Context: an optimization exercise on an open-source flow, tuned for small area and a short achievable clock period. The choices shown serve that exercise and are no tape-out recipe.
Function was not checked in any run shown here: the RTL went through the layout flow alone.
Power and IR drop assume default switching activity.

**flow/run.sh**
```bash
#!/bin/bash
# synth_recipe.tcl (not shown) runs the flow's synth.tcl, then flattens the netlist and writes it again
# the make line also repeats each setting of config.mk as NAME=value (left out here)
make -C /OpenROAD-flow-scripts/flow DESIGN_CONFIG=/design/flow/config.mk WORK_HOME=/design/flow/orfs CLKGATE_MAP_FILE= SYNTH_SCRIPT=/design/flow/synth_recipe.tcl finish
```
**flow/config.mk**
```make
export PLATFORM = sky130hd
export DESIGN_NAME = rv_exec_top
export DESIGN_NICKNAME = rv_exec_top
export VERILOG_FILES = /design/flow/design.v
export SDC_FILE = /design/flow/constraint.sdc
export NUM_CORES = 4
export LEC_CHECK = 0
export CAP_MARGIN = 20
export CORE_MARGIN = 2
export CORE_UTILIZATION = 40
export SLEW_MARGIN = 20
```
**flow/constraint.sdc**
```tcl
create_clock -name core_clock -period 5.0 [get_ports {clk}]
set_input_delay 1.0000 -clock core_clock [delete_from_list [all_inputs] [get_ports {clk}]]
set_output_delay 1.0000 -clock core_clock [all_outputs]
set_load 0.01 [all_outputs]
```
**flow/design.v**
```verilog
`default_nettype none
package rv_exec_pkg;
    typedef logic [31:0] word_t;
    typedef logic [4:0]  reg_idx_t;
    typedef logic [2:0]  funct3_t;
    localparam int lo_w = 16;
endpackage
`default_nettype wire
`default_nettype none
module rv_add #(
    parameter int W = 32
) (
    input  logic [W-1:0] a,
    input  logic [W-1:0] b,
    input  logic         cin,
    output logic [W:0]   s
);
    logic [W-1:0] g, p, gg, pp;
    always_comb begin
        g  = a & b;
        p  = a ^ b;
        gg = g;
        pp = p;
        gg[0] = g[0] | (p[0] & cin);
        for (int d = 1; d < W; d = d * 2) begin
            for (int i = 2 * d - 1; i < W; i += 2 * d) begin
                gg[i] = gg[i] | (pp[i] & gg[i - d]);
                pp[i] = pp[i] & pp[i - d];
            end
        end
        for (int d = 16; d >= 1; d = d / 2) begin
            for (int i = 3 * d - 1; i < W; i += 2 * d) begin
                gg[i] = gg[i] | (pp[i] & gg[i - d]);
                pp[i] = pp[i] & pp[i - d];
            end
        end
        s[0] = p[0] ^ cin;
        for (int i = 1; i < W; i++) s[i] = p[i] ^ gg[i - 1];
        s[W] = gg[W - 1];
    end
endmodule
`default_nettype wire
`default_nettype none
module rv_decode (
    input  logic                  clk,
    input  logic                  resetb,
    input  logic                  in_valid,
    input  rv_exec_pkg::word_t    in_insn,
    input  rv_exec_pkg::word_t    in_pc,
    input  rv_exec_pkg::word_t    in_rs1_data,
    input  rv_exec_pkg::word_t    in_rs2_data,
    output logic                  d_valid,
    output rv_exec_pkg::word_t    d_op1,       
    output logic [31:rv_exec_pkg::lo_w] d_op2_hi,  
    output logic                  d_cy,        
    output logic                  d_eq_lo,     
    output logic [29:0]           d_pc,        
    output logic [10:0]           d_boff,      
    output logic                  d_sel_sum,   
    output logic                  d_sel_lt,    
    output logic                  d_sel_link,  
    output logic                  d_uns,       
    output logic                  d_br_inv,    
    output logic                  d_br_lt,     
    output rv_exec_pkg::reg_idx_t d_rd,
    output logic                  d_rd_we,     
    output logic                  d_ill,       
    output logic                  d_br_mis,    
    output logic                  d_br_ok,     
    output logic                  d_jmp_ok     
);
    localparam int L = rv_exec_pkg::lo_w;
    logic [6:0] opc;
    logic [2:0] f3;
    logic       is_op, is_opi, is_lui, is_auipc, is_jal, is_jalr, is_br, is_alu;
    logic       f7_ok, br_f3_ok, legal, jal_mis, jalr_mis;
    logic       sub, logic_op, sum_op;
    rv_exec_pkg::word_t imm_i, imm_u, imm_j, opb, adda, addb, logic_res, op1;
    logic [4:0]  shamt;
    logic [32:0] sr_in;
    rv_exec_pkg::word_t rev_in, sr_out, rev_out;
    logic [L:0]  lo_s;
    assign opc = in_insn[6:0];
    assign f3  = in_insn[14:12];
    assign is_op    = (opc == 7'b0110011);
    assign is_opi   = (opc == 7'b0010011);
    assign is_lui   = (opc == 7'b0110111);
    assign is_auipc = (opc == 7'b0010111);
    assign is_jal   = (opc == 7'b1101111);
    assign is_jalr  = (opc == 7'b1100111);
    assign is_br    = (opc == 7'b1100011);
    assign is_alu   = is_op || is_opi;
    assign f7_ok    = (in_insn[31:25] == 7'h00) || (in_insn[31:25] == 7'h20);
    assign br_f3_ok = (f3[2:1] != 2'b01);
    assign jal_mis  = in_insn[21];
    assign jalr_mis = in_rs1_data[1] ^ in_insn[21] ^ (in_rs1_data[0] & in_insn[20]);
    assign legal = (is_op && f7_ok) || is_opi || is_lui || is_auipc ||
                   (is_jal && !jal_mis) || (is_jalr && !jalr_mis) || (is_br && br_f3_ok);
    assign imm_i = {{20{in_insn[31]}}, in_insn[31:20]};
    assign imm_u = {in_insn[31:12], 12'h0};
    assign imm_j = {{12{in_insn[31]}}, in_insn[19:12], in_insn[20], in_insn[30:21], 1'b0};
    assign opb   = in_insn[5] ? in_rs2_data : imm_i;
    assign shamt = opb[4:0];
    always_comb begin
        for (int i = 0; i < 32; i++) rev_in[i] = in_rs1_data[31 - i];
    end
    assign sr_in  = f3[2] ? {in_insn[30] & in_rs1_data[31], in_rs1_data} : {1'b0, rev_in};
    assign sr_out = rv_exec_pkg::word_t'($signed(sr_in) >>> shamt);
    always_comb begin
        for (int i = 0; i < 32; i++) rev_out[i] = sr_out[31 - i];
    end
    always_comb begin
        case (f3[1:0])
            2'd0:    logic_res = in_rs1_data ^ opb;
            2'd2:    logic_res = in_rs1_data | opb;
            2'd3:    logic_res = in_rs1_data & opb;
            default: logic_res = f3[2] ? sr_out : rev_out;
        endcase
    end
    always_comb begin
        adda = (in_insn[3] || (in_insn[2] && !in_insn[5])) ? in_pc : in_rs1_data;
        if (in_insn[4] && in_insn[2] && in_insn[5]) adda = '0;
        if (in_insn[3])                     addb = imm_j;
        else if (in_insn[4] && in_insn[2])  addb = imm_u;
        else if (in_insn[5] && !in_insn[2]) addb = in_rs2_data;
        else                                addb = imm_i;
    end
    assign sub = !in_insn[2] && (in_insn[6] || f3[1] || (in_insn[5] && in_insn[30]));
    rv_add #(.W(L)) i_lo_add (
        .a(adda[L-1:0]), .b(addb[L-1:0] ^ {L{sub}}), .cin(sub), .s(lo_s)
    );
    assign logic_op = !in_insn[6] && !in_insn[2] && (f3 == 3'd1 || f3[2]);
    assign sum_op   = !in_insn[6] && (in_insn[2] || f3 == 3'd0);
    always_comb begin
        op1 = logic_op ? logic_res : adda;
        if (!logic_op) op1[L-1:0] = lo_s[L-1:0];
    end
    always_ff @(posedge clk or negedge resetb) begin
        if (!resetb) d_valid <= 1'b0;
        else         d_valid <= in_valid;
    end
    always_ff @(posedge clk) begin
        d_op1      <= op1;
        d_op2_hi   <= addb[31:L] ^ {(32 - L){sub}};
        d_cy       <= lo_s[L];
        d_eq_lo    <= (in_rs1_data[L-1:0] == in_rs2_data[L-1:0]);
        d_pc       <= in_pc[31:2];
        d_boff     <= {in_insn[31], in_insn[7], in_insn[30:25], in_insn[11:9]};
        d_sel_sum  <= sum_op;
        d_sel_lt   <= is_alu && f3[2:1] == 2'b01;
        d_sel_link <= in_insn[6] && in_insn[2];
        d_uns      <= is_br ? f3[1] : f3[0];
        d_br_inv   <= f3[0];
        d_br_lt    <= f3[2];
        d_rd       <= in_insn[11:7];
        d_rd_we    <= legal && !is_br && (in_insn[11:7] != 5'd0);
        d_ill      <= !legal;
        d_br_mis   <= is_br && br_f3_ok && in_insn[8];
        d_br_ok    <= is_br && br_f3_ok && !in_insn[8];
        d_jmp_ok   <= (is_jal && !jal_mis) || (is_jalr && !jalr_mis);
    end
endmodule
`default_nettype wire
`default_nettype none
module rv_alu (
    input  logic                  d_sel_sum,
    input  logic                  d_sel_lt,
    input  logic                  d_sel_link,
    input  logic                  d_uns,
    input  rv_exec_pkg::word_t    d_op1,
    input  logic [31:rv_exec_pkg::lo_w] d_op2_hi,
    input  logic                  d_cy,
    input  logic                  d_eq_lo,
    input  logic [29:0]           pc4,
    output rv_exec_pkg::word_t    sum,          
    output logic                  eq,           
    output logic                  lt,           
    output rv_exec_pkg::word_t    alu_result
);
    localparam int L = rv_exec_pkg::lo_w;
    logic [32-L:0]  hi_s;
    logic [31:L]    a_hi;
    assign a_hi = d_op1[31:L];
    rv_add #(.W(32 - L)) i_hi_add (.a(a_hi), .b(d_op2_hi), .cin(d_cy), .s(hi_s));
    assign sum = {hi_s[31-L:0], d_op1[L-1:0]};
    assign eq  = d_eq_lo && (&(a_hi ^ d_op2_hi));
    assign lt  = (!d_uns && (a_hi[31] == d_op2_hi[31])) ? a_hi[31] : !hi_s[32-L];
    always_comb begin
        if (d_sel_lt)        alu_result = {31'h0, lt};
        else if (d_sel_link) alu_result = {pc4, 2'b00};
        else if (d_sel_sum)  alu_result = sum;
        else                 alu_result = d_op1;
    end
endmodule
`default_nettype wire
`default_nettype none
module rv_branch (
    input  logic        eq,
    input  logic        lt,
    input  logic        d_br_inv,
    input  logic        d_br_lt,
    input  logic [29:0] d_pc,
    input  logic [10:0] d_boff,
    input  rv_exec_pkg::word_t sum,
    input  logic        d_br_ok,
    input  logic        d_br_mis,
    input  logic        d_jmp_ok,
    output logic [29:0] pc4,
    output logic [29:0] next_pc,      
    output logic        br_mis_taken
);
    logic [30:0] tgt;
    logic        cond;
    assign pc4 = d_pc + 30'd1;
    rv_add #(.W(30)) i_tgt_add (
        .a(d_pc), .b({{19{d_boff[10]}}, d_boff}), .cin(1'b0), .s(tgt)
    );
    assign cond         = d_br_inv ^ (d_br_lt ? lt : eq);
    assign br_mis_taken = d_br_mis && cond;
    always_comb begin
        if (d_jmp_ok)               next_pc = sum[31:2];
        else if (d_br_ok && cond)   next_pc = tgt[29:0];
        else                        next_pc = pc4;
    end
endmodule
`default_nettype wire
`default_nettype none
module rv_retire (
    input  logic                    clk,
    input  logic                    resetb,
    input  logic                    d_valid,
    input  rv_exec_pkg::reg_idx_t   d_rd,
    input  logic                    d_rd_we,
    input  logic                    d_ill,
    input  logic                    br_mis_taken,
    input  rv_exec_pkg::word_t      result,
    input  logic [29:0]             next_pc,
    output logic                    out_valid,
    output rv_exec_pkg::reg_idx_t   out_rd,
    output logic                    out_rd_we,
    output rv_exec_pkg::word_t      out_result,
    output rv_exec_pkg::word_t      out_next_pc,
    output logic                    out_illegal
);
    logic [29:0] npc_q;
    always_ff @(posedge clk or negedge resetb) begin
        if (!resetb) out_valid <= 1'b0;
        else         out_valid <= d_valid;
    end
    always_ff @(posedge clk) begin
        out_rd      <= d_rd;
        out_rd_we   <= d_rd_we;
        out_result  <= result;
        npc_q       <= next_pc;
        out_illegal <= d_ill || br_mis_taken;
    end
    assign out_next_pc = {npc_q, 2'b00};
endmodule
`default_nettype wire
`default_nettype none
module rv_exec_top (
    input  logic                  clk,
    input  logic                  resetb,
    input  logic                  in_valid,
    input  rv_exec_pkg::word_t    in_insn,
    input  rv_exec_pkg::word_t    in_pc,
    input  rv_exec_pkg::word_t    in_rs1_data,
    input  rv_exec_pkg::word_t    in_rs2_data,
    output logic                  out_valid,
    output rv_exec_pkg::reg_idx_t out_rd,
    output logic                  out_rd_we,
    output rv_exec_pkg::word_t    out_result,
    output rv_exec_pkg::word_t    out_next_pc,
    output logic                  out_illegal
);
    logic                  d_valid;
    rv_exec_pkg::word_t    d_op1;
    logic [31:rv_exec_pkg::lo_w] d_op2_hi;
    logic                  d_cy, d_eq_lo;
    logic [29:0]           d_pc;
    logic [10:0]           d_boff;
    logic                  d_sel_sum, d_sel_lt, d_sel_link, d_uns, d_br_inv, d_br_lt;
    rv_exec_pkg::reg_idx_t d_rd;
    logic                  d_rd_we, d_ill, d_br_mis, d_br_ok, d_jmp_ok;
    rv_exec_pkg::word_t    sum, alu_result;
    logic                  eq, lt, br_mis_taken;
    logic [29:0]           pc4, next_pc;
    rv_decode i_decode (
        .clk, .resetb, .in_valid, .in_insn, .in_pc, .in_rs1_data, .in_rs2_data,
        .d_valid, .d_op1, .d_op2_hi, .d_cy, .d_eq_lo, .d_pc, .d_boff, .d_sel_sum, .d_sel_lt,
        .d_sel_link, .d_uns, .d_br_inv, .d_br_lt, .d_rd, .d_rd_we, .d_ill, .d_br_mis,
        .d_br_ok, .d_jmp_ok
    );
    rv_alu i_alu (
        .d_sel_sum, .d_sel_lt, .d_sel_link, .d_uns, .d_op1, .d_op2_hi, .d_cy, .d_eq_lo, .pc4,
        .sum, .eq, .lt, .alu_result
    );
    rv_branch i_branch (
        .eq, .lt, .d_br_inv, .d_br_lt, .d_pc, .d_boff, .sum, .d_br_ok, .d_br_mis, .d_jmp_ok,
        .pc4, .next_pc, .br_mis_taken
    );
    rv_retire i_retire (
        .clk, .resetb, .d_valid, .d_rd, .d_rd_we, .d_ill, .br_mis_taken,
        .result(alu_result), .next_pc,
        .out_valid, .out_rd, .out_rd_we, .out_result, .out_next_pc, .out_illegal
    );
endmodule
`default_nettype wire
```
==> summary.txt, run 1 <==
Critical Path AT: 5.16 ns
Worst R2R Start: i_decode.d_pc[0]
Area of the mapped netlist: 14300 µm²
Global-route wire length before repair: 89900 µm
WS Path Type: in -> reg
Share of cells above drive strength 1: 11.8%
Die span in y: 193 µm
Vias/cell: 5.88
Register bit total from synthesis: 174
Clock Tree Buf Depth: 2
Fmax: 206 MHz
TritonCTS Sinks: 174
Inserted Clock Buffers: 17
Seq/Total Area, Yosys: 24.4%
Hold Path Class: reg -> reg
Post-synthesis mux area share: 12.7%
Critical Path Fanout Max: 2
Core region area: 35400 µm²
Root buf cell: clkbuf_16
Initial antenna violation count: 4
Final setup vio count: 0
Cells after Synth: 1744
Inst Count DP: 2426
Main flop type after synthesis: dfxtp_1
Origin of the worst setup path: in_insn[2]
1st-pass router iterations: 6
FF-to-FF setup slack: 0.49 ns
Tcrit/Tclk final: 97.0%
Synth cell types: 71
Final min period: 4.85 ns
Fin. max-slew vios: 0
Post-synth top area cell: dfxtp_1
Clock skew: 0.0146 ns
Switching share of power: 37.3%
Power share of the clock group: 24.6%
Placed cell area: 17500 µm²
Post-synth EDFFs: 0
Hold depth: 0
Vias in the first global route: 14.1k
Fraction of the mapped netlist area in adder cells: 15.1%
Area contributors post-synth: dfxtp_1 24%, ha_1 11%, mux2i_1 6.1%
Startpoint Class: primary input
Boundary pin count: 203
Post-synthesis compound-gate area fraction: 20.0%
Total GRT Usage: 31.8%
Status: timing/DRC/antenna clean
Die area: 37400 µm²
Post-Layout Cell Count: 2460
Port bufs: 200
CTS tree: yes
Simple-gate portion of the synthesized area: 15.4%
Main combinational cell family by area after synthesis: compound AO/OA/AOI/OAI gates
Combinational power share: 41.6%
Post-Synth XOR/XNOR Area: 6.60%
DP Wirelength: 49400 µm
# Max-Cap Violations: 0
Final Net Count: 2269
Gr ovfl total: 0
Routability Congestion: 1.03
Switching power: 1940 µW
Die W: 193 µm
Power Density: 288 nW/µm²
Sequential share of power: 33.8%
Fraction of registers with async set/reset: 1.15%
R2R depth: 16
Crit. End Element: register
# DRC: 0
Largest net degree at the start of global routing: 60
Cts hold-fix bufs: 0
Post-synth top area share: 24.0%
Area Growth Syn to Fin: 25.8%
Design area: 18000 µm²
Synth warnings: 6
Reg2reg end: i_retire.npc_q[29]
Maximum VDD drop: 0.241 mV
Total Routed Length: 60700 µm
First DRT Iteration DRCs: 1390
H-tree Lvls: 4
P_int: 3260 µW
Final hold violations: 0
Row Count: 69
Clk slew on worst S/H paths: 0.08 ns
Post-DRT Antenna Nets: 0
Pleak: 0.00798 µW
Slew of the pin with the lowest slew margin: 1.02 ns
Worst Path Required: 5.32 ns
Vias: 14.5k
Initial core utilization: 40.5%
Drt wl/cell: 24.7 µm
Worst skew pair latency: 0.44 ns
Syn avg cell area: 8.22 µm²
RSZ-0062 raised after global routing: no
CP endpoint: i_decode.d_op1[10]
Slew headroom: 31.7%
-- layer usage --
metal / global-route usage [%] / vias up / part of all wire [%]
met5: 0 / - / 0
met3: 4.38 / 130 / 7.7
li1: - / 6660 / -
met1: 42.9 / 6894 / 43
met2: 50.3 / 773 / 45
met4: 14.8 / 0 / 4.7
-- Yosys cell counts, drive strengths merged, types with 5 or more instances --
library cell,n
clkbuf,81
or2,7
nand2,192
mux4,34
and4,5
mux2i,90
a32oi,5
nor3,33
inv,96
a31oi,7
o22ai,16
a221o,10
ha,122
a221oi,8
and3,6
o221ai,12
a211oi,35
nor2b,6
o21ai,98
and2,6
fa,32
o2111ai,5
or3,9
o211ai,11
a22o,5
nor4,6
dfxtp,172
a22oi,12
mux2,11
nor2,186
a21oi,153
o311a,5
nand4,18
buf,31
nand3,28
xnor2,61
o31ai,5
a21o,36
xor2,47
-- power by group through the flow --
stage,Combinational (µW),Clock (µW),Sequential (µW)
after CTS,2130,1300,1750
after global routing,2340,1360,1770
after detailed placement,2120,0,1790
final,2160,1280,1760
after floorplan,1150,0,1760
after global placement,2100,0,1790
-- placed cells by master (no fill, tap or decap), drive strengths merged, types with 35 or more instances in the layout --
cell,instances
nor2,186
xnor2,61
mux2i,90
inv,104
buf,134
ha,122
o21ai,98
xor2,47
nand2,192
a211oi,35
clkdlybuf4s50,198
a21o,36
a21oi,153
dfxtp,172
-- worst max-delay path: stages --
cell and delay [ns]:
clkdlybuf4s50_1 0.47, and2_0 0.22, or2_2 0.32, nor2_1 0.16
mux2_2 0.36, fa_1 0.39, a21o_1 0.17, a21o_1 0.20
a21o_1 0.20, a21o_1 0.19, a21o_1 0.18, a21o_1 0.19
a21o_1 0.18, a21o_1 0.19, fa_1 0.44, a21oi_1 0.17
o221ai_1 0.13
-- how the worst min path moves through the flow --
stage / from / end / slack (ns)
final: i_decode.d_rd[1] / i_retire.out_rd[1] / 0.33
after detailed placement: i_decode.d_rd[1] / i_retire.out_rd[1] / 0.32
after CTS: i_decode.d_rd[1] / i_retire.out_rd[1] / 0.34
after global placement: i_decode.d_rd[1] / i_retire.out_rd[1] / 0.31
after global routing: i_decode.d_rd_we / i_retire.out_rd_we / 0.35
after floorplan: i_decode.d_rd[1] / i_retire.out_rd[1] / 0.31
-- final cells by class --
cell class | count | area (µm²)
fillers | 3408 | 17400
multi-input cells | 1361 | 10000
flip-flops and latches | 174 | 3490
repair buffers | 332 | 3000
well taps | 461 | 577
clock buffers | 19 | 453
inverters | 98 | 368
clock inverters | 13 | 120
diodes | 2 | 5.00
-- through the flow --
step / power, µW / setup TNS, ns / util (%) / worst slack [ns] / hold WS, ns
final: 5200 / 0 / 51.0 / 0.151 / 0.330
after global placement: 3880 / -0.927 / 49.3 / -0.213 / 0.311
after CTS: 5180 / 0 / 50.9 / 0.185 / 0.335
after floorplan: 2910 / 0 / - / 0.0398 / 0.310
after detailed placement: 3910 / -1.06 / 49.3 / -0.250 / 0.317
after global routing: 5470 / 0 / 51.0 / 0.0126 / 0.348
-- kinds of logic (layout without fill, tap and decap cells) --
group	Yosys count	in the layout
simple gates	510	510
compound gates	452	452
buf+inv	210	462
flops	174	174
fa+ha+maj	154	154
mux	135	135
xor+xnor	108	108
other cells	1	4
-- sequential cells by signal, summed over array words and instances, names as in the netlist, 5 cells and up --
name / count
i_decode.d_op1: 32
i_retire.out_result: 32
i_decode.d_pc: 30
i_retire.npc_q: 30
i_decode.d_op2_hi: 16
i_decode.d_boff: 11
i_retire.out_rd: 5
-- repair_timing --
action / CTS / global route
endpoints found under the setup margin: 0 / 2
resized for setup: 0 / 1
setup buffers: 0 / 0
hold endpoints to repair: 0 / 0
==> inputs of run 2 (changes only) <==
--- a/flow/design.v
+++ b/flow/design.v
@@ -15,29 +15,7 @@
     input  logic         cin,
     output logic [W:0]   s
 );
-    logic [W-1:0] g, p, gg, pp;
-    always_comb begin
-        g  = a & b;
-        p  = a ^ b;
-        gg = g;
-        pp = p;
-        gg[0] = g[0] | (p[0] & cin);
-        for (int d = 1; d < W; d = d * 2) begin
-            for (int i = 2 * d - 1; i < W; i += 2 * d) begin
-                gg[i] = gg[i] | (pp[i] & gg[i - d]);
-                pp[i] = pp[i] & pp[i - d];
-            end
-        end
-        for (int d = 16; d >= 1; d = d / 2) begin
-            for (int i = 3 * d - 1; i < W; i += 2 * d) begin
-                gg[i] = gg[i] | (pp[i] & gg[i - d]);
-                pp[i] = pp[i] & pp[i - d];
-            end
-        end
-        s[0] = p[0] ^ cin;
-        for (int i = 1; i < W; i++) s[i] = p[i] ^ gg[i - 1];
-        s[W] = gg[W - 1];
-    end
+    assign s = {1'b0, a} + {1'b0, b} + {{W{1'b0}}, cin};
 endmodule
 `default_nettype wire
 `default_nettype none
==> flow/flow/run.sh (new file) <==
#!/bin/bash
# The standard layout, with plain buffers on the ports instead of the
# delay cells buffer_ports picks by default.
set -euo pipefail
export BUFFER_PORTS_ARGS="-buffer_cell sky130_fd_sc_hd__buf_1"
bash standard.sh > flow_make.log 2>&1
==> flow/standard.sh (new file) <==
#!/bin/bash
# synth_recipe.tcl (not shown) runs the flow's synth.tcl, then flattens the netlist and writes it again
# the make line also repeats each setting of config.mk as NAME=value (left out here)
make -C /OpenROAD-flow-scripts/flow DESIGN_CONFIG=/design/flow/config.mk WORK_HOME=/design/flow/orfs CLKGATE_MAP_FILE= SYNTH_SCRIPT=/design/flow/synth_recipe.tcl "${@:-finish}"
removed: flow/run.sh
==> run 2 against run 1 <==
  * Clock power is 3% higher
  * Sequential cell count stayed put
  * Die area is 2.8% higher
  * Worst setup slack better by 0.44 ns
  * First-iteration DRC count is 4.2% higher
  * Hold slack better by 0.0042 ns
  * Highest routed layer unchanged
==> summary.txt, run 2 <==
Status: timing/DRC/antenna clean
Slew of the pin with the lowest slew margin: 0.818 ns
Switching share of power: 40.2%
Vias in the first global route: 14.0k
RSZ-0062 raised after global routing: no
Worst R2R Start: i_decode.d_cy
Post-synthesis compound-gate area fraction: 24.1%
Synth warnings: 4
Crit. End Element: register
Area of the mapped netlist: 14700 µm²
Cts hold-fix bufs: 0
Critical Path Fanout Max: 4
Fillers: 3709
Clock skew: 0.0143 ns
P_int: 3050 µW
Post-Synth XOR/XNOR Area: 7.48%
Fraction of the mapped netlist area in adder cells: 11.1%
Initial core utilization: 40.5%
Setup TNS: 0 ns
Die W: 196 µm
Final min period: 4.40 ns
Largest net degree at the start of global routing: 52
Worst skew pair latency: 0.44 ns
Most frequent cells in the layout: 211 x nor2_1, 197 x buf_1, 176 x a21oi_1, 172 x dfxtp_1, 159 x nand2_1
Boundary pin count: 203
1st-pass router iterations: 7
Clk slew on worst S/H paths: 0.08 ns
Register bit total from synthesis: 174
Cts repair resizes: 0
Area contributors post-synth: dfxtp_1 23%, ha_1 11%, a21oi_1 6.0%
Main combinational cell family by area after synthesis: compound AO/OA/AOI/OAI gates
Hold Path Class: in -> async
CTS tree: yes
Root buf cell: clkbuf_16
Total power: 5100 µW
Worst path most repeated cell: a21o_1
Inst Count DP: 2474
Slew headroom: 44.9%
Main flop type after synthesis: dfxtp_1
Fmax: 227 MHz
WS Path Type: in -> reg
Die area: 38400 µm²
Share of cells above drive strength 1: 7.80%
Fraction of registers with async set/reset: 1.15%
# DRC: 0
Routability Congestion: 0.981
CP cell instances: buf_1 -> nand2_1 -> nand2_1 -> o21ai_0 -> a22oi_1 -> xnor2_1 -> fa_1 -> a21o_1 -> a21oi_1 -> o21bai_1 -> a21o_1 -> a21oi_1 -> o21ai_0 -> nor4_1 -> o41ai_1 -> a21o_1 -> a21o_1
Commonest non-fill, non-tap cell in the layout: nor2_1
H-tree Lvls: 4
Area of the multi-input gates: 10400 µm²
WP buf/inv: 1
Min Hold Slack: 0.334 ns
Largest regs: i_decode.d_op1 (32), i_retire.out_result (32)
Total Routed Length: 58500 µm
Setup Buffers After CTS: 0
Simple-gate portion of the synthesized area: 16.0%
Tcrit/Tclk final: 88.1%
Maximum VDD drop: 0.251 mV
Cells after Synth: 1869
Final hold violations: 0
FF-to-FF setup slack: 0.77 ns
Critical path's slowest cell: o21ai_0
Post-synth top area share: 23.3%
TritonCTS Sinks: 174
# Max-Cap Violations: 0
Gr ovfl total: 0
DP Wirelength: 47300 µm
Switching power: 2050 µW
Vias/cell: 5.95
Sequential share of power: 34.3%
Inserted Clock Buffers: 17
Clock Tree Buf Depth: 2
First DRT Iteration DRCs: 1449
Startpoint Class: primary input
Vias: 14.9k
Number of diodes: 0
R2R depth: 15
Post-synthesis mux area share: 11.4%
Power Density: 307 nW/µm²
Initial antenna violation count: 0
Global-route wire length before repair: 86200 µm
Synth top cells by count: 211 x nor2_1, 176 x a21oi_1, 172 x dfxtp_1
Fin. max-slew vios: 0
Delay-heaviest family, CP: compound AO/OA/AOI/OAI gates
Reg2reg end: i_retire.npc_q[24]
Area Growth Syn to Fin: 12.7%
Final Net Count: 2285
Die span in y: 196 µm
Final setup vio count: 0
Post-synth top area cell: dfxtp_1
Post-DRT Antenna Nets: 0
Seq/Total Area, Yosys: 23.7%
Synth cell types: 80
Total GRT Usage: 29.8%
Post-Layout Cell Count: 2506
Drt wl/cell: 23.3 µm
Row Count: 70
Syn avg cell area: 7.89 µm²
FF/Latch Area: 3490 µm²
Combinational power share: 39.8%
CP max stage delay: 0.42 ns
Power share of the clock group: 25.9%
Pleak: 0.00700 µW
Worst Path Required: 5.34 ns
Port bufs: 200
Core region area: 36400 µm²
Top-count cell post-synth: nor2_1
Critical Path AT: 4.75 ns
Post-synth EDFFs: 0
run 2: layer usage:
metal	up-vias	wire length [µm]	GRT usage, %
met1	6983	25000	39.7
met2	770	26500	48.5
met5	-	0	0
li1	7028	-	-
met4	0	2380	12.4
met3	120	4540	4.16
run 2: final cells by class:
class	instances	area share (%)
flip-flops and latches	174	21.0
clock buffers	17	2.56
clock inverters	15	1.00
inverters	102	2.33
multi-input cells	1473	62.4
well taps	468	3.52
repair buffers	257	7.19
run 2: power groups by stage:
stage / Sequential (µW) / Combinational (µW) / Clock, µW
2_1_floorplan: 1740 / 1310 / 0
3_3_place_gp: 1780 / 1980 / 0
3_5_place_dp: 1780 / 1990 / 0
4_1_cts: 1750 / 2000 / 1340
5_1_grt: 1770 / 2200 / 1400
6_report: 1750 / 2030 / 1320
run 2: logic make-up (layout without fill, tap and decap cells):
logic type,after synthesis,after routing
AO/OA/AOI/OAI,566,566
XOR/XNOR,126,126
adder cells (fa/ha/maj),129,129
buffers and inverters,223,391
flip-flops,174,174
multiplexers,118,118
other,1,2
AND/OR/NAND/NOR,532,532
run 2: how the worst max path moves through the flow:
stage / startpoint / endpoint / slack [ns] / depth (start not counted)
2_1_floorplan: in_insn[2] / i_decode.d_op1[15] / 0.42 / 18
3_3_place_gp: in_insn[4] / i_decode.d_op1[15] / 0.34 / 18
3_5_place_dp: in_insn[4] / i_decode.d_cy / 0.21 / 17
4_1_cts: in_insn[4] / i_decode.d_cy / 0.66 / 17
5_1_grt: in_insn[2] / i_decode.d_cy / 0.34 / 16
6_report: in_insn[4] / i_decode.d_cy / 0.60 / 17
run 2: stage by stage:
| step | worst slack (ns) | cell area [µm²] | utilization (%) |
|---|---|---|---|
| floorplan | 0.421 | 14800 | - |
| global route | 0.339 | 16600 | 45.6 |
| finish | 0.596 | 16600 | 45.6 |
| detailed placement | 0.212 | 16000 | 44.0 |
| global placement | 0.335 | 16000 | 44.0 |
| CTS | 0.656 | 16600 | 45.6 |
==> inputs of run 3 (changes only) <==
--- a/flow/config.mk
+++ b/flow/config.mk
@@ -8,4 +8,5 @@
 export CAP_MARGIN = 20
 export CORE_MARGIN = 2
 export CORE_UTILIZATION = 40
+export SETUP_SLACK_MARGIN = 2.0
 export SLEW_MARGIN = 20
==> run 3 against run 2 <==
  * Combinational power is 25% higher
  * Global-route usage is 1.0 points higher
  * Worst setup slack improved by 0.85 ns
  * Final cell count is 3.9% higher
  * Highest routed layer unchanged
  * Largest power group unchanged
  * Hold slack worse by 0.0036 ns
==> summary.txt, run 3 <==
Synth cell types: 80
Die area: 38400 µm²
Initial core utilization: 40.5%
Area contributors post-synth: dfxtp_1 23%, ha_1 11%, a21oi_1 6.0%
Share of cells above drive strength 1: 21.9%
Area of the mapped netlist: 14700 µm²
Maximum VDD drop: 0.251 mV
Status: timing/DRC/antenna clean
Port bufs: 200
Clock Tree Buf Depth: 2
WS Path Type: in -> reg
Die span in y: 196 µm
Main combinational cell family by area after synthesis: compound AO/OA/AOI/OAI gates
Slew of the pin with the lowest slew margin: 0.952 ns
Total power: 5650 µW
Gr ovfl total: 0
H-tree Lvls: 4
Cells after Synth: 1869
Largest regs: i_decode.d_op1 (32), i_retire.out_result (32)
Area Growth Syn to Fin: 28.3%
Inst Count DP: 2469
Post-Layout Cell Count: 2603
Power Density: 299 nW/µm²
Fraction of the mapped netlist area in adder cells: 11.1%
Initial antenna violation count: 1
Startpoint Class: primary input
Slew headroom: 36.4%
Register bit total from synthesis: 174
Setup TNS: 0 ns
Fmax: 281 MHz
Seq/Total Area, Yosys: 23.7%
1st-pass router iterations: 6
Worst slack at placement: 0.481 ns
TritonCTS Sinks: 174
CTS tree: yes
Main flop type after synthesis: dfxtp_1
Final min period: 3.55 ns
# Max-Cap Violations: 0
Worst Path Required: 5.36 ns
# DRC: 0
Pleak: 0.00783 µW
Post-synthesis mux area share: 11.4%
Largest net degree at the start of global routing: 46
Post-synth top area cell: dfxtp_1
Global-route wire length before repair: 89600 µm
Routability Congestion: 1.02
Vias: 15.8k
Tcrit/Tclk final: 71.1%
Post-DRT Antenna Nets: 0
Fillers: 3513
Hold Path Class: in -> async
Synth top cells by count: 211 x nor2_1, 176 x a21oi_1, 172 x dfxtp_1
Top-count cell post-synth: nor2_1
Post-synth EDFFs: 0
Worst skew pair latency: 0.45 ns
Syn avg cell area: 7.89 µm²
Post-synth top area share: 23.3%
Number of diodes: 0
Drt wl/cell: 23.5 µm
Final hold violations: 0
Vias in the first global route: 14.5k
Inserted Clock Buffers: 17
Core region area: 36400 µm²
Post-synthesis compound-gate area fraction: 24.1%
Final Net Count: 2382
Final setup vio count: 0
Fraction of registers with async set/reset: 1.15%
Row Count: 70
Setup WS post-layout: 1.45 ns
Vias/cell: 6.06
Root buf cell: clkbuf_16
Critical Path AT: 3.91 ns
Crit. End Element: register
Total Routed Length: 61200 µm
Clk slew on worst S/H paths: 0.08 ns
Synth warnings: 4
Clock skew: 0.0123 ns
Most frequent cells in the layout: 191 x nor2_1, 191 x buf_1, 168 x dfxtp_1, 148 x nand2_1, 139 x a21oi_1
Critical Path Fanout Max: 8
RSZ-0062 raised after global routing: yes
First DRT Iteration DRCs: 1597
Boundary pin count: 203
DP Wirelength: 46500 µm
Die W: 196 µm
Post-Synth XOR/XNOR Area: 7.48%
Total GRT Usage: 30.8%
Simple-gate portion of the synthesized area: 16.0%
Fin. max-slew vios: 0
run 3: changes by cell type in the layout (fill, tap and decap cells not counted), sizes merged:
cell / change
buf: +87
bufinv: +1
clkbuf: +2
clkinv: -1
inv: +1
mux2: +7
run 3: critical path, cell delays in order:
cell	delay (ns)
clkbuf_16	0.15
nor2b_4	0.14
o21ai_4	0.20
a22oi_2	0.10
xnor2_2	0.16
buf_4	0.15
fa_2	0.39
a21o_1	0.20
a21oi_2	0.15
o21bai_1	0.11
a21o_1	0.18
a21oi_2	0.19
o21ai_2	0.12
nor4_4	0.21
nor3_1	0.10
xnor2_1	0.14
o211ai_1	0.22
run 3: cell type report:
class | instances | area [µm²] | area share [%]
clock buffers | 17 | 425 | 2.25
repair inverters | 1 | 16.3 | 0.0860
clock inverters | 15 | 195 | 1.03
inverters | 102 | 404 | 2.14
well taps | 468 | 586 | 3.09
repair buffers | 346 | 2130 | 11.3
flip-flops and latches | 174 | 3500 | 18.5
multi-input cells | 1480 | 11700 | 61.6
run 3: repair_timing:
item / CTS / global route
buffers inserted: 60 / 31
resized for setup: 179 / 110
cloned: 10 / 0
hold buffers: 0 / 0
setup endpoints to repair: 66 / 69
pin swaps: 68 / 61
endpoints found under the hold margin: 0 / 0
run 3: final timing paths:
check                                       from  slack, ns  cells past startpoint                  to
worst min-delay path                      resetb       0.33                      1  i_retire.out_valid
max in group asynchronous                 resetb       4.55                      1    i_decode.d_valid
worst max-delay path                  in_insn[5]       1.45                     17  i_decode.d_op1[12]
worst max register to register     i_decode.d_cy       1.51                     14   i_retire.npc_q[0]
min in group core_clock         i_decode.d_rd[1]       0.33                      0  i_retire.out_rd[1]
worst min register to register  i_decode.d_rd[1]       0.33                      0  i_retire.out_rd[1]
run 3: kinds of logic (layout without fill, tap and decap cells):
logic type	after synthesis	after routing
mux	118	125
flops	174	174
compound gates	566	566
simple gates	532	532
buf+inv	223	481
other cells	1	2
xor+xnor	126	126
fa+ha+maj	129	129
run 3: metal layers:
| metal | up-vias | GRT usage, % | wire, µm |
|---|---|---|---|
| li1 | 7219 | - | - |
| met1 | 7504 | 41.1 | 25300 |
| met2 | 894 | 50.2 | 27700 |
| met3 | 167 | 4.28 | 5390 |
| met4 | 0 | 12.8 | 2850 |
| met5 | - | 0 | 0 |
run 3: through the flow:
step	util (%)	hold slack [ns]	instance area (µm²)
after floorplan	-	0.310	15000
after global placement	44.3	0.311	16100
after detailed placement	44.3	0.312	16100
after CTS	49.9	0.317	18200
after global routing	51.9	0.332	18900
final	51.9	0.330	18900
run 3: where the power goes:
| group | leakage, µW | internal, µW | switching [µW] |
|---|---|---|---|
| Clock | 0.000300 | 726 | 653 |
| Sequential | 0.00147 | 1600 | 153 |
| Combinational | 0.00605 | 1060 | 1470 |
| Total | 0.00783 | 3380 | 2270 |
==> inputs of run 4 (changes only) <==
--- a/flow/design.v
+++ b/flow/design.v
@@ -33,8 +33,10 @@
     output logic                  d_cy,        
     output logic                  d_eq_lo,     
     output logic [29:0]           d_pc,        
-    output logic [10:0]           d_boff,      
     output logic                  d_sel_sum,   
+    output logic                  d_sel_sh,    
+    output logic                  d_k_and,     
+    output logic                  d_k_xor,     
     output logic                  d_sel_lt,    
     output logic                  d_sel_link,  
     output logic                  d_uns,       
@@ -52,8 +54,8 @@
     logic [2:0] f3;
     logic       is_op, is_opi, is_lui, is_auipc, is_jal, is_jalr, is_br, is_alu;
     logic       f7_ok, br_f3_ok, legal, jal_mis, jalr_mis;
-    logic       sub, logic_op, sum_op;
-    rv_exec_pkg::word_t imm_i, imm_u, imm_j, opb, adda, addb, logic_res, op1;
+    logic       sub, shift_op, logic_op, sum_op, k_and, k_xor;
+    rv_exec_pkg::word_t imm_i, imm_u, imm_j, adda, addb, addb_x, op1;
     logic [4:0]  shamt;
     logic [32:0] sr_in;
     rv_exec_pkg::word_t rev_in, sr_out, rev_out;
@@ -77,24 +79,6 @@
     assign imm_i = {{20{in_insn[31]}}, in_insn[31:20]};
     assign imm_u = {in_insn[31:12], 12'h0};
     assign imm_j = {{12{in_insn[31]}}, in_insn[19:12], in_insn[20], in_insn[30:21], 1'b0};
-    assign opb   = in_insn[5] ? in_rs2_data : imm_i;
-    assign shamt = opb[4:0];
-    always_comb begin
-        for (int i = 0; i < 32; i++) rev_in[i] = in_rs1_data[31 - i];
-    end
-    assign sr_in  = f3[2] ? {in_insn[30] & in_rs1_data[31], in_rs1_data} : {1'b0, rev_in};
-    assign sr_out = rv_exec_pkg::word_t'($signed(sr_in) >>> shamt);
-    always_comb begin
-        for (int i = 0; i < 32; i++) rev_out[i] = sr_out[31 - i];
-    end
-    always_comb begin
-        case (f3[1:0])
-            2'd0:    logic_res = in_rs1_data ^ opb;
-            2'd2:    logic_res = in_rs1_data | opb;
-            2'd3:    logic_res = in_rs1_data & opb;
-            default: logic_res = f3[2] ? sr_out : rev_out;
-        endcase
-    end
     always_comb begin
         adda = (in_insn[3] || (in_insn[2] && !in_insn[5])) ? in_pc : in_rs1_data;
         if (in_insn[4] && in_insn[2] && in_insn[5]) adda = '0;
@@ -103,15 +87,31 @@
         else if (in_insn[5] && !in_insn[2]) addb = in_rs2_data;
         else                                addb = imm_i;
     end
-    assign sub = !in_insn[2] && (in_insn[6] || f3[1] || (in_insn[5] && in_insn[30]));
-    rv_add #(.W(L)) i_lo_add (
-        .a(adda[L-1:0]), .b(addb[L-1:0] ^ {L{sub}}), .cin(sub), .s(lo_s)
-    );
-    assign logic_op = !in_insn[6] && !in_insn[2] && (f3 == 3'd1 || f3[2]);
+    assign sub = !in_insn[2] && (in_insn[6] || (!f3[2] && (f3[1] || (in_insn[5] && in_insn[30]))));
+    assign addb_x = addb ^ {32{sub}};
+    rv_add #(.W(L)) i_lo_add (.a(adda[L-1:0]), .b(addb_x[L-1:0]), .cin(sub), .s(lo_s));
+    assign shamt = addb[4:0];
+    always_comb begin
+        for (int i = 0; i < 32; i++) rev_in[i] = in_rs1_data[31 - i];
+    end
+    assign sr_in  = f3[2] ? {in_insn[30] & in_rs1_data[31], in_rs1_data} : {1'b0, rev_in};
+    assign sr_out = rv_exec_pkg::word_t'($signed(sr_in) >>> shamt);
+    always_comb begin
+        for (int i = 0; i < 32; i++) rev_out[i] = sr_out[31 - i];
+    end
+    assign k_and = f3[1];
+    assign k_xor = !(f3[1] && f3[0]);
+    assign shift_op = !in_insn[6] && !in_insn[2] && (f3[1:0] == 2'b01);
+    assign logic_op = !in_insn[6] && !in_insn[2] && f3[2] && (f3[1:0] != 2'b01);
     assign sum_op   = !in_insn[6] && (in_insn[2] || f3 == 3'd0);
     always_comb begin
-        op1 = logic_op ? logic_res : adda;
-        if (!logic_op) op1[L-1:0] = lo_s[L-1:0];
+        op1 = shift_op ? (f3[2] ? sr_out : rev_out) : adda;
+        if (logic_op)
+            op1[L-1:0] = ({L{k_and}} & adda[L-1:0] & addb_x[L-1:0]) |
+                         ({L{k_xor}} & (adda[L-1:0] ^ addb_x[L-1:0]));
+        else if (!shift_op)
+            op1[L-1:0] = lo_s[L-1:0];
+        if (in_insn[6] && !in_insn[2]) op1[10:0] = {in_insn[31], in_insn[7], in_insn[30:25], in_insn[11:9]};
     end
     always_ff @(posedge clk or negedge resetb) begin
         if (!resetb) d_valid <= 1'b0;
@@ -119,12 +119,14 @@
     end
     always_ff @(posedge clk) begin
         d_op1      <= op1;
-        d_op2_hi   <= addb[31:L] ^ {(32 - L){sub}};
+        d_op2_hi   <= addb_x[31:L];
         d_cy       <= lo_s[L];
-        d_eq_lo    <= (in_rs1_data[L-1:0] == in_rs2_data[L-1:0]);
+        d_eq_lo    <= &(adda[L-1:0] ^ addb_x[L-1:0]);
         d_pc       <= in_pc[31:2];
-        d_boff     <= {in_insn[31], in_insn[7], in_insn[30:25], in_insn[11:9]};
         d_sel_sum  <= sum_op;
+        d_sel_sh   <= shift_op;
+        d_k_and    <= logic_op && k_and;
+        d_k_xor    <= logic_op && k_xor;
         d_sel_lt   <= is_alu && f3[2:1] == 2'b01;
         d_sel_link <= in_insn[6] && in_insn[2];
         d_uns      <= is_br ? f3[1] : f3[0];
@@ -142,6 +144,9 @@
 `default_nettype none
 module rv_alu (
     input  logic                  d_sel_sum,
+    input  logic                  d_sel_sh,
+    input  logic                  d_k_and,
+    input  logic                  d_k_xor,
     input  logic                  d_sel_lt,
     input  logic                  d_sel_link,
     input  logic                  d_uns,
@@ -166,8 +171,13 @@
     always_comb begin
         if (d_sel_lt)        alu_result = {31'h0, lt};
         else if (d_sel_link) alu_result = {pc4, 2'b00};
-        else if (d_sel_sum)  alu_result = sum;
-        else                 alu_result = d_op1;
+        else begin
+            alu_result[L-1:0]  = d_op1[L-1:0];
+            alu_result[31:L]   = ({(32 - L){d_sel_sum}} & hi_s[31-L:0]) |
+                                 ({(32 - L){d_sel_sh}} & a_hi) |
+                                 ({(32 - L){d_k_and}} & a_hi & d_op2_hi) |
+                                 ({(32 - L){d_k_xor}} & (a_hi ^ d_op2_hi));
+        end
     end
 endmodule
 `default_nettype wire
@@ -187,12 +197,26 @@
     output logic [29:0] next_pc,      
     output logic        br_mis_taken
 );
-    logic [30:0] tgt;
+    logic [11:0] tgt_lo;
+    logic [11:0] pc4_lo;
+    logic [18:0] pc_hi, inc_hi, dec_hi, tgt_hi, pc4_hi;
+    logic [29:0] tgt;
     logic        cond;
-    assign pc4 = d_pc + 30'd1;
-    rv_add #(.W(30)) i_tgt_add (
-        .a(d_pc), .b({{19{d_boff[10]}}, d_boff}), .cin(1'b0), .s(tgt)
-    );
+    assign pc_hi  = d_pc[29:11];
+    assign inc_hi = pc_hi + 19'd1;
+    assign dec_hi = pc_hi - 19'd1;
+    assign pc4_lo = {1'b0, d_pc[10:0]} + 12'd1;
+    assign pc4_hi = pc4_lo[11] ? inc_hi : pc_hi;
+    assign pc4    = {pc4_hi, pc4_lo[10:0]};
+    assign tgt_lo = {1'b0, d_pc[10:0]} + {1'b0, d_boff};
+    always_comb begin
+        case ({tgt_lo[11], d_boff[10]})
+            2'b10:   tgt_hi = inc_hi;
+            2'b01:   tgt_hi = dec_hi;
+            default: tgt_hi = pc_hi;
+        endcase
+    end
+    assign tgt = {tgt_hi, tgt_lo[10:0]};
     assign cond         = d_br_inv ^ (d_br_lt ? lt : eq);
     assign br_mis_taken = d_br_mis && cond;
     always_comb begin
@@ -256,8 +280,7 @@
     logic [31:rv_exec_pkg::lo_w] d_op2_hi;
     logic                  d_cy, d_eq_lo;
     logic [29:0]           d_pc;
-    logic [10:0]           d_boff;
-    logic                  d_sel_sum, d_sel_lt, d_sel_link, d_uns, d_br_inv, d_br_lt;
+    logic                  d_sel_sum, d_sel_sh, d_k_and, d_k_xor, d_sel_lt, d_sel_link, d_uns, d_br_inv, d_br_lt;
     rv_exec_pkg::reg_idx_t d_rd;
     logic                  d_rd_we, d_ill, d_br_mis, d_br_ok, d_jmp_ok;
     rv_exec_pkg::word_t    sum, alu_result;
@@ -265,16 +288,16 @@
     logic [29:0]           pc4, next_pc;
     rv_decode i_decode (
         .clk, .resetb, .in_valid, .in_insn, .in_pc, .in_rs1_data, .in_rs2_data,
-        .d_valid, .d_op1, .d_op2_hi, .d_cy, .d_eq_lo, .d_pc, .d_boff, .d_sel_sum, .d_sel_lt,
+        .d_valid, .d_op1, .d_op2_hi, .d_cy, .d_eq_lo, .d_pc, .d_sel_sum, .d_sel_sh, .d_k_and, .d_k_xor, .d_sel_lt,
         .d_sel_link, .d_uns, .d_br_inv, .d_br_lt, .d_rd, .d_rd_we, .d_ill, .d_br_mis,
         .d_br_ok, .d_jmp_ok
     );
     rv_alu i_alu (
-        .d_sel_sum, .d_sel_lt, .d_sel_link, .d_uns, .d_op1, .d_op2_hi, .d_cy, .d_eq_lo, .pc4,
+        .d_sel_sum, .d_sel_sh, .d_k_and, .d_k_xor, .d_sel_lt, .d_sel_link, .d_uns, .d_op1, .d_op2_hi, .d_cy, .d_eq_lo, .pc4,
         .sum, .eq, .lt, .alu_result
     );
     rv_branch i_branch (
-        .eq, .lt, .d_br_inv, .d_br_lt, .d_pc, .d_boff, .sum, .d_br_ok, .d_br_mis, .d_jmp_ok,
+        .eq, .lt, .d_br_inv, .d_br_lt, .d_pc, .d_boff(d_op1[10:0]), .sum, .d_br_ok, .d_br_mis, .d_jmp_ok,
         .pc4, .next_pc, .br_mis_taken
     );
     rv_retire i_retire (
==> run 4 against run 3 <==
  * Clock skew rose by 0.0027 ns
  * Area after synthesis fell by 8.8%
  * Global-route usage rose by 2.2 points
==> summary.txt, run 4 <==
Fin. max-slew vios: 0
WS Path Type: in -> reg
Seq/Total Area, Yosys: 25.4%
Port bufs: 200
Final setup vio count: 0
Gr ovfl total: 0
Die span in y: 187 µm
Clock Tree Buf Depth: 2
Routability Congestion: 0.954
Root buf cell: clkbuf_16
Largest net degree at the start of global routing: 65
Vias: 15.2k
Fraction of registers with async set/reset: 1.18%
GRT Max-Usage Layer: met2
Post-synth top area cell: dfxtp_1
Fmax: 276 MHz
Total GRT Usage: 33.0%
TritonCTS Sinks: 170
Initial antenna violation count: 1
Cts hold-fix bufs: 0
Total Routed Length: 61500 µm
Slew of the pin with the lowest slew margin: 1.08 ns
Clk slew on worst S/H paths: 0.06 ns
Met3 Use GR: 5.23%
Number of diodes: 0
Placed cell area: 14700 µm²
Area Growth Syn to Fin: 39.4%
Clock skew: 0.0149 ns
Hold Path Class: in -> async
Worst skew pair latency: 0.45 ns
CP max stage delay: 0.36 ns
Global-route wire length before repair: 88100 µm
First DRT Iteration DRCs: 1632
Final Net Count: 2163
# Max-Cap Violations: 0
DP Wirelength: 43500 µm
Critical Path Fanout Max: 6
Share of cells above drive strength 1: 30.4%
M1 GR Usage: 40.3%
Area of the multi-input gates: 11000 µm²
Vias in the first global route: 14.3k
Vias/cell: 6.22
Most frequent cells in the layout: 195 x buf_1, 153 x dfxtp_1, 146 x nand2_1, 139 x nor2_1, 116 x buf_4
Maximum VDD drop: 0.245 mV
Core region area: 33400 µm²
RSZ-0062 raised after global routing: yes
Die W: 187 µm
Worst slack at placement: 0.408 ns
CTS tree: yes
Design area: 18800 µm²
Critical path's slowest cell: a211oi_2
Die area: 35100 µm²
Crit. End Element: register
Post-synth top area share: 25.0%
Critical Path AT: 3.98 ns
1st-pass router iterations: 6
Tcrit/Tclk final: 72.4%
Total power: 6630 µW
FF/Latch Area: 3440 µm²
Main flop type after synthesis: dfxtp_1
H-tree Lvls: 4
Pleak: 0.00728 µW
Status: timing/DRC/antenna clean
Top-count cell post-synth: dfxtp_1
Slew headroom: 28.0%
Setup WS post-layout: 1.38 ns
WP buf/inv: 8
Worst Path Required: 5.36 ns
Commonest non-fill, non-tap cell in the layout: buf_1
Synth top cells by count: 168 x dfxtp_1, 160 x nor2_1, 152 x nand2_1
Inserted Clock Buffers: 17
Area contributors post-synth: dfxtp_1 25%, mux2i_1 7.7%, a21oi_1 5.5%
Initial core utilization: 40.3%
Final hold violations: 0
Synth warnings: 4
Largest regs: i_decode.d_op1 (32), i_retire.out_result (32)
Drt wl/cell: 25.2 µm
Cells after Synth: 1698
Boundary pin count: 203
Row Count: 67
Startpoint Class: primary input
# DRC: 0
Post-synth EDFFs: 0
Fillers: 3030
Worst path most repeated cell: buf_12
Post-DRT Antenna Nets: 0
Met2 track demand over resource: 54.4%
CP cell instances: buf_12 -> buf_12 -> buf_16 -> and4bb_2 -> a31oi_4 -> buf_12 -> buf_12 -> buf_16 -> buf_6 -> mux2i_4 -> mux2i_4 -> buf_4 -> mux2i_4 -> nor3_2 -> a211oi_2 -> o21ai_0 -> a221oi_2
Final min period: 3.62 ns
Register bit total from synthesis: 170
Syn avg cell area: 7.92 µm²
Area of the mapped netlist: 13500 µm²
Power Density: 353 nW/µm²
Synth cell types: 114
Setup TNS: 0 ns
Delay-heaviest family, CP: buffers and inverters
==> run 4: changes by cell type after synthesis, sizes merged, moves of 8 or more <==
cell | previous run | this run
a21oi | 177 | 153
a31oi | 24 | 13
nand2b | 5 | 15
nor3 | 34 | 46
o211ai | 25 | 17
ha | 125 | 45
mux2i | 72 | 103
buf | 38 | 47
mux4 | 37 | 17
nand3 | 27 | 47
inv | 100 | 44
nor2 | 211 | 163
nand4 | 16 | 8
xnor2 | 95 | 69
==> run 4: cell families (layout without fill, tap and decap cells) <==
kind of cell	Yosys count	after routing	share of synthesized area [%]
muxes	132	132	11.6
AOI/OAI and AO/OA	543	543	27.2
xor gates and xnor gates	98	98	6.59
buffers and inverters	175	471	5.84
DFF	170	170	25.4
other	1	2	0.0279
and+or+nand+nor	530	532	18.7
adders and majority gates	49	49	4.71
==> run 4: where the power goes <==
| part | switching [µW] | leakage (µW) | total [µW] | internal (µW) |
|---|---|---|---|---|
| Sequential | 200 | 0.00144 | 1750 | 1550 |
| Clock | 606 | 0.000272 | 1280 | 677 |
| Combinational | 1940 | 0.00557 | 3590 | 1650 |
==> run 4: layout make-up <==
class	instances	share of cell area, %
inverters	45	1.16
repair inverters	1	0.0400
multi-input cells	1356	58.9
clock inverters	12	0.574
repair buffers	393	15.5
flip-flops and latches	170	18.4
well taps	448	2.99
clock buffers	20	2.44
==> run 4: through the flow <==
| step | hold WS [ns] | std cells | util, % |
|---|---|---|---|
| after floorplan | 0.310 | 1699 | - |
| after global placement | 0.312 | 2249 | 44.0 |
| after detailed placement | 0.312 | 2249 | 44.0 |
| after CTS | 0.327 | 2398 | 52.5 |
| after global routing | 0.329 | 2445 | 56.2 |
| final | 0.329 | 2445 | 56.2 |
==> run 4: worst paths after layout <==
path                                   start  cells past startpoint            endpoint  slack [ns]
hold reg to reg             i_decode.d_rd[4]                      0  i_retire.out_rd[4]        0.33
min in group core_clock     i_decode.d_rd[4]                      0  i_retire.out_rd[4]        0.33
max in group asynchronous             resetb                      1  i_retire.out_valid        4.54
hold / removal                        resetb                      1    i_decode.d_valid        0.33
setup reg to reg           i_decode.d_op1[1]                     18  i_retire.npc_q[27]        1.52
setup / recovery                  in_insn[2]                     17  i_decode.d_op1[15]        1.38
==> run 4: timing repair <==
action,in CTS,in global routing
pin swaps,119,106
resized for setup,271,195
buffers inserted,103,44
endpoints found under the setup margin,71,72
gates cloned,14,3
==> run 4: metal layers <==
metal,vias up,wire (µm)
met4,2,4500
met2,897,28700
met1,7293,23600
met5,-,15
li1,6801,-
met3,223,4700
==> inputs of run 5 (changes only) <==
--- a/flow/config.mk
+++ b/flow/config.mk
@@ -8,5 +8,5 @@
 export CAP_MARGIN = 20
 export CORE_MARGIN = 2
 export CORE_UTILIZATION = 40
-export SETUP_SLACK_MARGIN = 2.0
+export SETUP_SLACK_MARGIN = 2.5
 export SLEW_MARGIN = 20
==> run 5 against run 4 <==
  * Non-clock buffer count fell by 13
  * Highest routed layer unchanged
  * Via count shrank 0.45%
  * Final cell count down 0.65%
  * Largest cell class unchanged
==> summary.txt, run 5 <==
Most frequent cells in the layout: 193 x buf_1, 155 x dfxtp_1, 148 x nand2_1, 141 x nor2_1, 124 x buf_4
Slew of the pin with the lowest slew margin: 1.07 ns
Hold Path Class: in -> async
Syn avg cell area: 7.92 µm²
Boundary pin count: 203
Inserted Clock Buffers: 17
Row Count: 67
WS Path Type: in -> reg
Power Density: 363 nW/µm²
Largest regs: i_decode.d_op1 (32), i_retire.out_result (32)
Port bufs: 200
Pleak: 0.00708 µW
Die area: 35100 µm²
Clock Tree Buf Depth: 2
Final Net Count: 2148
Fillers: 3109
Global-route wire length before repair: 84700 µm
CP cell instances: buf_8 -> buf_8 -> a21oi_4 -> o31ai_4 -> or3_4 -> nand2_4 -> inv_4 -> ha_4 -> nand2_2 -> a21oi_2 -> o211ai_1 -> nand4b_2 -> a211oi_4 -> buf_4 -> xnor2_2 -> nand2_1 -> a21oi_2 -> a211o_1
Crit. End Element: register
Main flop type after synthesis: dfxtp_1
Synth warnings: 4
Area contributors post-synth: dfxtp_1 25%, mux2i_1 7.7%, a21oi_1 5.5%
Synth cell types: 114
Maximum VDD drop: 0.237 mV
Critical Path AT: 3.97 ns
Top-count cell post-synth: dfxtp_1
Seq/Total Area, Yosys: 25.4%
Total GRT Usage: 31.5%
Gr ovfl total: 0
1st-pass router iterations: 6
Total Routed Length: 59900 µm
Post-synth EDFFs: 0
Die span in y: 187 µm
Commonest non-fill, non-tap cell in the layout: buf_1
Vias: 15.1k
Post-synth top area cell: dfxtp_1
Initial antenna violation count: 1
Drt wl/cell: 24.6 µm
# Max-Cap Violations: 0
CP max stage delay: 0.44 ns
Inst Count DP: 2263
Routability Congestion: 1.00
Clock skew: 0.0142 ns
Area Growth Syn to Fin: 36.8%
DP Wirelength: 43200 µm
TritonCTS Sinks: 170
Largest net degree at the start of global routing: 37
RSZ-0062 raised after global routing: yes
First DRT Iteration DRCs: 1749
Post-DRT Antenna Nets: 0
Fmax: 272 MHz
Number of diodes: 0
Worst skew pair latency: 0.45 ns
Final setup vio count: 0
Startpoint Class: primary input
Vias in the first global route: 13.8k
Area of the mapped netlist: 13500 µm²
Register bit total from synthesis: 170
Slew headroom: 28.3%
Status: timing/DRC/antenna clean
H-tree Lvls: 4
Vias/cell: 6.24
Post-synth top area share: 25.0%
Root buf cell: clkbuf_16
Clk slew on worst S/H paths: 0.06 ns
Post-Layout Cell Count: 2429
Critical Path Fanout Max: 7
Cells after Synth: 1698
Worst Path Required: 5.30 ns
CTS tree: yes
Final hold violations: 0
Initial core utilization: 40.3%
Synth top cells by count: 168 x dfxtp_1, 160 x nor2_1, 152 x nand2_1
Fraction of registers with async set/reset: 1.18%
Fin. max-slew vios: 0
Core region area: 33400 µm²
Total power: 6670 µW
# DRC: 0
Critical path's slowest cell: or3_4
Final min period: 3.67 ns
Tcrit/Tclk final: 73.4%
Setup TNS: 0 ns
Die W: 187 µm
Share of cells above drive strength 1: 29.8%
-- run 5: cell counts after synthesis --
No cell type changed its count.
-- run 5: cells by family (layout without fill, tap and decap cells) --
group | Yosys count | after routing | synth area share, %
fa+ha+maj | 49 | 49 | 4.71
simple gates | 530 | 530 | 18.7
mux | 132 | 132 | 11.6
buf+inv | 175 | 457 | 5.84
flops | 170 | 170 | 25.4
other cells | 1 | 2 | 0.0279
compound gates | 543 | 543 | 27.2
xor+xnor | 98 | 98 | 6.59
-- run 5: critical path, delay by kind of cell --
| kind | cells | cell delay (ns) |
|---|---|---|
| buffers and inverters | 4 | 0.43 |
| xor gates and xnor gates | 1 | 0.05 |
| and+or+nand+nor | 5 | 0.92 |
| adders and majority gates | 1 | 0.22 |
| AOI/OAI and AO/OA | 7 | 1.33 |
-- run 5: cell type report --
class	count	area (µm²)	area share, %
timing repair buffer	380	2540	13.8
clock inverter	13	169	0.918
clock buffer	18	429	2.33
timing repair inverter	1	7.51	0.0408
inverter	45	208	1.13
sequential	170	3450	18.7
tap	448	561	3.05
multi-input combinational	1354	11000	60.0
-- run 5: per-layer routing --
layer / global-route usage, % / wire length (µm)
met5: 0 / 10
met3: 4.52 / 4600
met2: 52.6 / 28500
met1: 39.4 / 23000
met4: 17.0 / 3780
-- run 5: per-stage QoR --
stage | instance area [µm²] | setup slack (ns) | hold WS (ns) | utilization (%)
2_1_floorplan | 14000 | 1.27 | 0.310 | -
3_3_place_gp | 14900 | 0.548 | 0.312 | 44.5
3_5_place_dp | 14900 | 0.456 | 0.313 | 44.5
4_1_cts | 16800 | 1.47 | 0.323 | 50.4
5_1_grt | 18400 | 1.27 | 0.325 | 55.2
6_report | 18400 | 1.33 | 0.331 | 55.2
-- run 5: power breakdown --
group          internal, µW  switching, µW
Combinational          1620           1920
Sequential             1550            203
Clock                   789            589
-- run 5: path summary, 6_finish.rpt --
| check | startpoint | end | slack, ns | cells after the start |
|---|---|---|---|---|
| max | in_insn[5] | i_decode.d_op1[9] | 1.33 | 18 |
| min | resetb | i_retire.out_valid | 0.33 | 1 |
| max reg2reg | i_decode.d_op1[2] | i_retire.npc_q[26] | 1.50 | 20 |
| min reg2reg | i_decode.d_rd[3] | i_retire.out_rd[3] | 0.33 | 0 |
| max in group asynchronous | resetb | i_decode.d_valid | 4.55 | 1 |
| min in group core_clock | i_decode.d_rd[3] | i_retire.out_rd[3] | 0.33 | 0 |
-- run 5: repair_timing --
action	4_1_cts	5_1_grt
setup buffers	70	59
hold buffers	0	0
gates cloned	4	2
pin swaps	92	127
resized for setup	185	241
setup endpoints to repair	84	76
==> inputs of run 6 (changes only) <==
--- a/flow/config.mk
+++ b/flow/config.mk
@@ -5,8 +5,9 @@
 export SDC_FILE = /design/flow/constraint.sdc
 export NUM_CORES = 4
 export LEC_CHECK = 0
+export ABC_AREA = 1
 export CAP_MARGIN = 20
 export CORE_MARGIN = 2
 export CORE_UTILIZATION = 40
-export SETUP_SLACK_MARGIN = 2.5
+export SETUP_SLACK_MARGIN = 2.0
 export SLEW_MARGIN = 20
==> run 6 against run 5 <==
  * Critical endpoint is now i_retire.npc_q[17]
  * Sequential power is 5% lower
  * Synthesized cell count up 28%
  * Critical path type is now reg -> reg
  * Global-route usage up 1.9 points
  * Via count grew 8.1%
  * Sequential share of layout area grew 0.79 points
  * First-iteration DRC count fell by 11%
  * Largest power group unchanged
  * Sequential cell count unchanged
==> summary.txt, run 6 <==
Inserted Clock Buffers: 17
Area contributors post-synth: dfxtp_1 25%, nand2_1 16%, nand3_1 11%
Critical Path Fanout Max: 11
Port bufs: 200
Worst skew pair latency: 0.46 ns
Main flop type after synthesis: dfxtp_1
Vias/cell: 5.64
Total Routed Length: 61800 µm
First DRT Iteration DRCs: 1560
Die W: 188 µm
Origin of the worst setup path: i_decode.d_op1[2]
Commonest non-fill, non-tap cell in the layout: nand2_1
Die span in y: 188 µm
Global-route wire length before repair: 90000 µm
Core region area: 33400 µm²
Switching share of power: 42.1%
Pleak: 0.00800 µW
Slew headroom: 36.3%
Synth top cells by count: 586 x nand2_1, 301 x nand3_1, 231 x o21ai_0
Seq/Total Area, Yosys: 25.2%
Slew of the pin with the lowest slew margin: 0.952 ns
Initial antenna violation count: 2
Post-DRT Antenna Nets: 0
Vias: 16.4k
Total power: 5900 µW
Fin util: 52.5%
Startpoint Class: register
Power share of the clock group: 22.8%
Met2 track demand over resource: 53.5%
Critical Path AT: 3.36 ns
Tcrit/Tclk final: 61.8%
Register bit total from synthesis: 170
Final min period: 3.09 ns
P_int: 3420 µW
M1 GR Usage: 44.7%
WS Path Type: reg -> reg
Final Net Count: 2620
Post-Layout Cell Count: 2904
TritonCTS Sinks: 170
GRT Max-Usage Layer: met2
Status: timing/DRC/antenna clean
Largest net degree at the start of global routing: 55
# Max-Cap Violations: 0
Maximum VDD drop: 0.272 mV
Fmax: 324 MHz
Sequential share of power: 28.4%
Row Count: 67
Top-count cell post-synth: nand2_1
Die area: 35400 µm²
Power Density: 336 nW/µm²
Switching power: 2490 µW
Clock Tree Buf Depth: 2
Root buf cell: clkbuf_16
Synth warnings: 4
Share of cells above drive strength 1: 18.6%
DP Wirelength: 46400 µm
# DRC: 0
Post-synth top area cell: dfxtp_1
Synth cell types: 62
Gr ovfl total: 0
Area Growth Syn to Fin: 29.4%
Routability Congestion: 1.00
Syn avg cell area: 6.25 µm²
Largest regs: i_decode.d_op1 (32), i_retire.out_result (32)
Post-synth EDFFs: 0
Clock skew: 0.0194 ns
Inst Count DP: 2732
Most frequent cells in the layout: 552 x nand2_1, 273 x nand3_1, 192 x o21ai_0, 192 x buf_1, 168 x inv_1
Post-synth top area share: 24.8%
Combinational power share: 48.8%
Met3 Use GR: 5.35%
Worst Path Required: 5.27 ns
Cells after Synth: 2168
Drt wl/cell: 21.3 µm
Fraction of registers with async set/reset: 1.18%
Setup TNS: 0 ns
1st-pass router iterations: 6
H-tree Lvls: 4
Vias in the first global route: 14.9k
Total GRT Usage: 33.4%
Fin. max-slew vios: 0
Boundary pin count: 203
Initial core utilization: 40.5%
RSZ-0062 raised after global routing: yes
Area of the mapped netlist: 13600 µm²
Final hold violations: 0
Crit. End Element: register
Worst R2R Start: i_decode.d_op1[2]
Final setup vio count: 0
Clk slew on worst S/H paths: 0.07 ns
Hold Path Class: in -> async
CTS tree: yes
[run 6: changes by cell type after synthesis, sizes merged, moves of 62 or more]
cell	previous run	this run
a21oi	153	91
inv	44	196
mux2i	103	1
nand2	154	606
nand3	47	309
o21ai	118	277
[run 6: layer usage]
layer,share of wire (%),up-vias
li1,-,7794
met1,42,7526
met2,45,902
met3,8.7,152
met4,4.5,0
met5,0,-
[run 6: logic make-up after synthesis]
| group | after synthesis | share of synthesized area, % |
|---|---|---|
| flip-flops | 170 | 25.2 |
| AO/OA/AOI/OAI | 476 | 20.1 |
| XOR/XNOR | 72 | 4.65 |
| AND/OR/NAND/NOR | 1085 | 35.5 |
| adder cells (fa/ha/maj) | 48 | 4.60 |
| other | 1 | 0.0277 |
| multiplexers | 1 | 0.0738 |
| buffers and inverters | 315 | 9.92 |
[run 6: area by class of cell]
type | count | area (µm²)
fillers | 3419 | 15900
multi-input cells | 1690 | 9770
flip-flops and latches | 170 | 3430
repair buffers | 362 | 2350
inverters | 199 | 815
well taps | 448 | 561
clock buffers | 17 | 425
clock inverters | 14 | 181
repair inverters | 1 | 16.3
diodes | 3 | 7.51
[run 6: what timing repair did]
action	CTS	global route
resized for setup	114	190
gates cloned	8	6
hold buffers	0	0
setup buffers	66	58
setup endpoints to repair	64	55
pin swaps	43	78
[run 6: per-stage QoR]
step / cell area (µm²) / setup slack, ns / hold slack [ns]
4_1_cts: 16300 / 1.98 / 0.314
6_report: 17600 / 1.91 / 0.324
3_5_place_dp: 14600 / 0.581 / 0.314
5_1_grt: 17500 / 1.75 / 0.322
3_3_place_gp: 14600 / 0.535 / 0.311
2_1_floorplan: 13700 / 1.80 / 0.310
[run 6: worst paths after layout]
path,depth (start not counted),endpoint,slack [ns]
setup / recovery,19,i_retire.npc_q[17],1.91
hold / removal,1,i_retire.out_valid,0.32
setup reg to reg,19,i_retire.npc_q[17],1.91
hold reg to reg,0,i_retire.out_rd[4],0.33
max in group asynchronous,1,i_decode.d_valid,4.55
min in group core_clock,0,i_retire.out_rd[4],0.33
[run 6: worst max-delay path: stages, from the launching register on]
cell and delay [ns]:
dfxtp_4 0.36, ha_4 0.26, a21oi_4 0.13, nand2_2 0.07
nand2_2 0.07, nand2_2 0.05, a21oi_2 0.17, o21ai_2 0.09
a31oi_2 0.20, o21ai_1 0.09, a21oi_2 0.17, inv_2 0.06
ha_4 0.26, buf_8 0.11, clkinvlp_4 0.17, buf_8 0.20
a21oi_2 0.13, nand3_1 0.09, nand2_1 0.09, o21ai_0 0.12
[run 6: power groups by stage]
stage / logic, µW / registers [µW] / clock network (µW)
after floorplan: 1490 / 1680 / 0
after global placement: 2130 / 1700 / 0
after detailed placement: 2130 / 1700 / 0
after CTS: 2410 / 1670 / 1360
after global routing: 3130 / 1690 / 1430
final: 2880 / 1680 / 1350

==> re-timing with driven ports <==
No port has a modelled driver above. Below, the same layouts with a new extraction and two added sets of constraints.
Step 1, drivers: a clkbuf_16 drives clk and a buf_2 each remaining input, both assumed.
Step 2 adds t to the input delays and takes it off the output delays; t is the mean of the earliest and latest rising clock arrival at the registers after step 1. Input paths then give back, and output paths get back, about the clock's delay inside the block.
a / b / c = no drivers / after step 1 / after step 2; a / b = the first two.
run	t (ns)	slack for setup (ns)	worst setup path after step 2	clock arrival spread, ns
run 1	0.483	0.151 / 0.178 / -0.306	input to register	0.015 / 0.015
run 2	0.477	0.596 / 0.609 / 0.132	input to register	0.016 / 0.016
run 3	0.485	1.445 / 1.422 / 0.937	input to register	0.013 / 0.013
run 4	0.495	1.379 / 1.387 / 0.891	input to register	0.015 / 0.015
run 5	0.492	1.329 / 1.343 / 0.851	input to register	0.015 / 0.016
run 6	0.495	1.909 / 1.909 / 1.455	input to register	0.020 / 0.019
Met with ideal ports but missed after step 2: setup timing in run 1. For run 3, which loses most, drivers alone change the setup slack by -0.023 ns; drivers and shift together by -0.508 ns.
